Background: an optimization exercise with open tools, aiming at small area. Do not read the settings as production practice.
The RTL was checked by simulation tests, not by an equivalence proof against the original design.
Power is estimated from default activity; no workload was simulated. The flow treats the clock pin as an ideal source, which a real chip does not have.

== main ==
Design rms_normalizer_top, start of the top module:
module rms_normalizer_top #(
    parameter int MAX_LEN = rmsn_pkg::MAX_LEN_DEF
) (
    input  logic        clk,
    input  logic        rst_n,
    input  logic        psel,
    input  logic        penable,
    input  logic        pwrite,
    input  logic [2:0]  paddr,
    input  logic [31:0] pwdata,
    output logic [31:0] prdata,
    output logic        pready,
    input  logic        in_valid,
    output logic        in_stall,
    input  logic signed [15:0] element_value,
    input  logic signed [15:0] gain_weight,
    input  logic        end_of_vector,
    output logic        out_valid,
    input  logic        out_stall,
    output logic signed [15:0] normalized_value,
    output logic        final_output,
    output logic        length_overflow
);
export LEC_CHECK = 0
export CAP_MARGIN = 20
export CORE_MARGIN = 2
export CORE_UTILIZATION = 40
export CTS_BUF_LIST = sky130_fd_sc_hd__clkbuf_16
export CTS_CLUSTER_DIAMETER = 60
export CTS_CLUSTER_SIZE = 35
export SLEW_MARGIN = 20
create_clock -name core_clock -period 10.0 [get_ports {clk}]
standard.sh (not shown) runs the stock make flow with config.mk's settings and CLKGATE_MAP_FILE= SYNTH_SCRIPT=/design/flow/synth_recipe.tcl, a recipe that flattens the netlist after the stock synthesis.
==> flow/flow/run.sh <==
#!/bin/bash
# Standard ORFS flow; only the clock tree (no dummy loads) and the port
# buffer cell are chosen here. Tool output goes to flow_make.log.
set -euo pipefail
export CTS_ARGS="-sink_clustering_enable -repair_clock_nets -dont_use_dummy_load -buf_list sky130_fd_sc_hd__clkbuf_16 -sink_clustering_size 35 -sink_clustering_max_diameter 60"
export BUFFER_PORTS_ARGS="-buffer_cell sky130_fd_sc_hd__buf_1"
bash standard.sh > flow_make.log 2>&1
For the feature branch, these inputs were changed with respect to main:
==> flow/flow/run.sh <==
#!/bin/bash
# Standard ORFS flow; only the clock tree (no dummy loads) and the port
# buffer cell are chosen here. Tool output goes to flow_make.log.
set -euo pipefail
export CTS_ARGS="-sink_clustering_enable -repair_clock_nets -dont_use_dummy_load -buf_list sky130_fd_sc_hd__clkbuf_16 -sink_clustering_size 35 -sink_clustering_max_diameter 100"
export BUFFER_PORTS_ARGS="-buffer_cell sky130_fd_sc_hd__buf_1"
bash standard.sh > flow_make.log 2>&1
All of the feature branch and main finish clean.
Compared with main, in the feature branch number of library cell types mapped by synthesis stayed essentially flat; fmax higher; total detailed-routing wirelength moved down.
There was hardly any difference in starting utilization of the core area between main and the feature branch.
Comparing the feature branch and main, the lower clock power share is on the feature branch.
Looking at clock skew, the feature branch sits 0.015 ns higher than main does.
The feature branch against main: core utilization decreased by 0.61 points relative to the old numbers; wire length of the first global-routing pass decreased by 1.5 mm relative to the old numbers; critical-path maximum fanout closely matched the old numbers.

rms_normalizer_top, a different RTL version from the one above (not shown whole).
Size in the first run: roughly 0.053 mm2 of cells after synthesis.
// rms_normalizer_top
module rms_normalizer_top #(
    parameter int MAX_LEN = rmsn_pkg::MAX_LEN_DEF
) (
    input  logic        clk,
    input  logic        rst_n,
    input  logic        psel,
    input  logic        penable,
    input  logic        pwrite,
    input  logic [2:0]  paddr,
    input  logic [31:0] pwdata,
    output logic [31:0] prdata,
    output logic        pready,
    input  logic        in_valid,
    output logic        in_stall,
    input  logic signed [15:0] element_value,
    input  logic signed [15:0] gain_weight,
    input  logic        end_of_vector,
    output logic        out_valid,
    input  logic        out_stall,
    output logic signed [15:0] normalized_value,
    output logic        final_output,
    output logic        length_overflow
);
clock: 10.0 ns
lec_check: 0
cap_margin: 20
core_margin: 2
core_utilization: 40
cts_buf_list: sky130_fd_sc_hd__clkbuf_16
cts_cluster_diameter: 60
cts_cluster_size: 35
slew_margin: 20
==> flow/flow/run.sh <==
#!/bin/bash
# Standard ORFS flow; only the clock tree (no dummy loads) and the port
# buffer cell are chosen here. Tool output goes to flow_make.log.
set -euo pipefail
export CTS_ARGS="-sink_clustering_enable -repair_clock_nets -dont_use_dummy_load -buf_list sky130_fd_sc_hd__clkbuf_16 -sink_clustering_size 35 -sink_clustering_max_diameter 60"
export BUFFER_PORTS_ARGS="-buffer_cell sky130_fd_sc_hd__buf_1"
bash standard.sh > flow_make.log 2>&1
Next try:
==> flow/run.sh (new file) <==
#!/bin/bash
# synth_recipe.tcl (not shown) runs the flow's synth.tcl, then flattens the netlist and writes it again
# the make line also repeats each setting of config.mk as NAME=value (left out here)
make -C /OpenROAD-flow-scripts/flow DESIGN_CONFIG=/design/flow/config.mk WORK_HOME=/design/flow/orfs CLKGATE_MAP_FILE= SYNTH_SCRIPT=/design/flow/synth_recipe.tcl finish
removed: flow/flow/run.sh
removed: flow/standard.sh
The new run finished with timing, DRC and antenna clean.
Flip-flop and latch count is unchanged.
Design area rose by 3.3%.
Routed wire length came out higher by 0.61%.
Clock power climbs by 22%.
Total power increases by 7.0%.
Area after synthesis does not change.
Worst hold slack gets better by 0.036 ns.
Via count increases by 1.5%.
Cell count rises by 1.8%.
First-iteration DRC count rises by 20%.

## re-timing with driven ports
Ports are ideal in the flow. The routed layouts listed here were re-timed in OpenROAD.
Step 1 sets driving cells, clkbuf_16 on the clock port and buf_2 on the other inputs (assumed; they add their load-dependent delay and slew).
Step 2 moves the port delays by t, midway between the first and last clock arrival at a register: inputs arrive t later, outputs are due t later. That takes back most of the time a late clock gives input paths.
Three values: ideal, step 1, step 2; two values: the first two.
run | t, ns | slack for setup (ns) | worst hold slack (ns) | worst setup path at the end
main | 0.757 | 5.041 / 4.971 / 5.212 | 0.273 / 0.273 / 0.273 | input to output
the feature branch | 0.705 | 5.075 / 5.006 / 5.213 | 0.278 / 0.278 / 0.278 | input to output
the first run of note 2 | 0.750 | 4.373 / 4.300 / 4.785 | 0.247 / 0.247 / 0.247 | register to register
the second run of note 2 | 0.789 | 3.897 / 3.826 / 4.321 | 0.283 / 0.283 / 0.283 | input to output
After both steps every run listed still meets setup and hold.
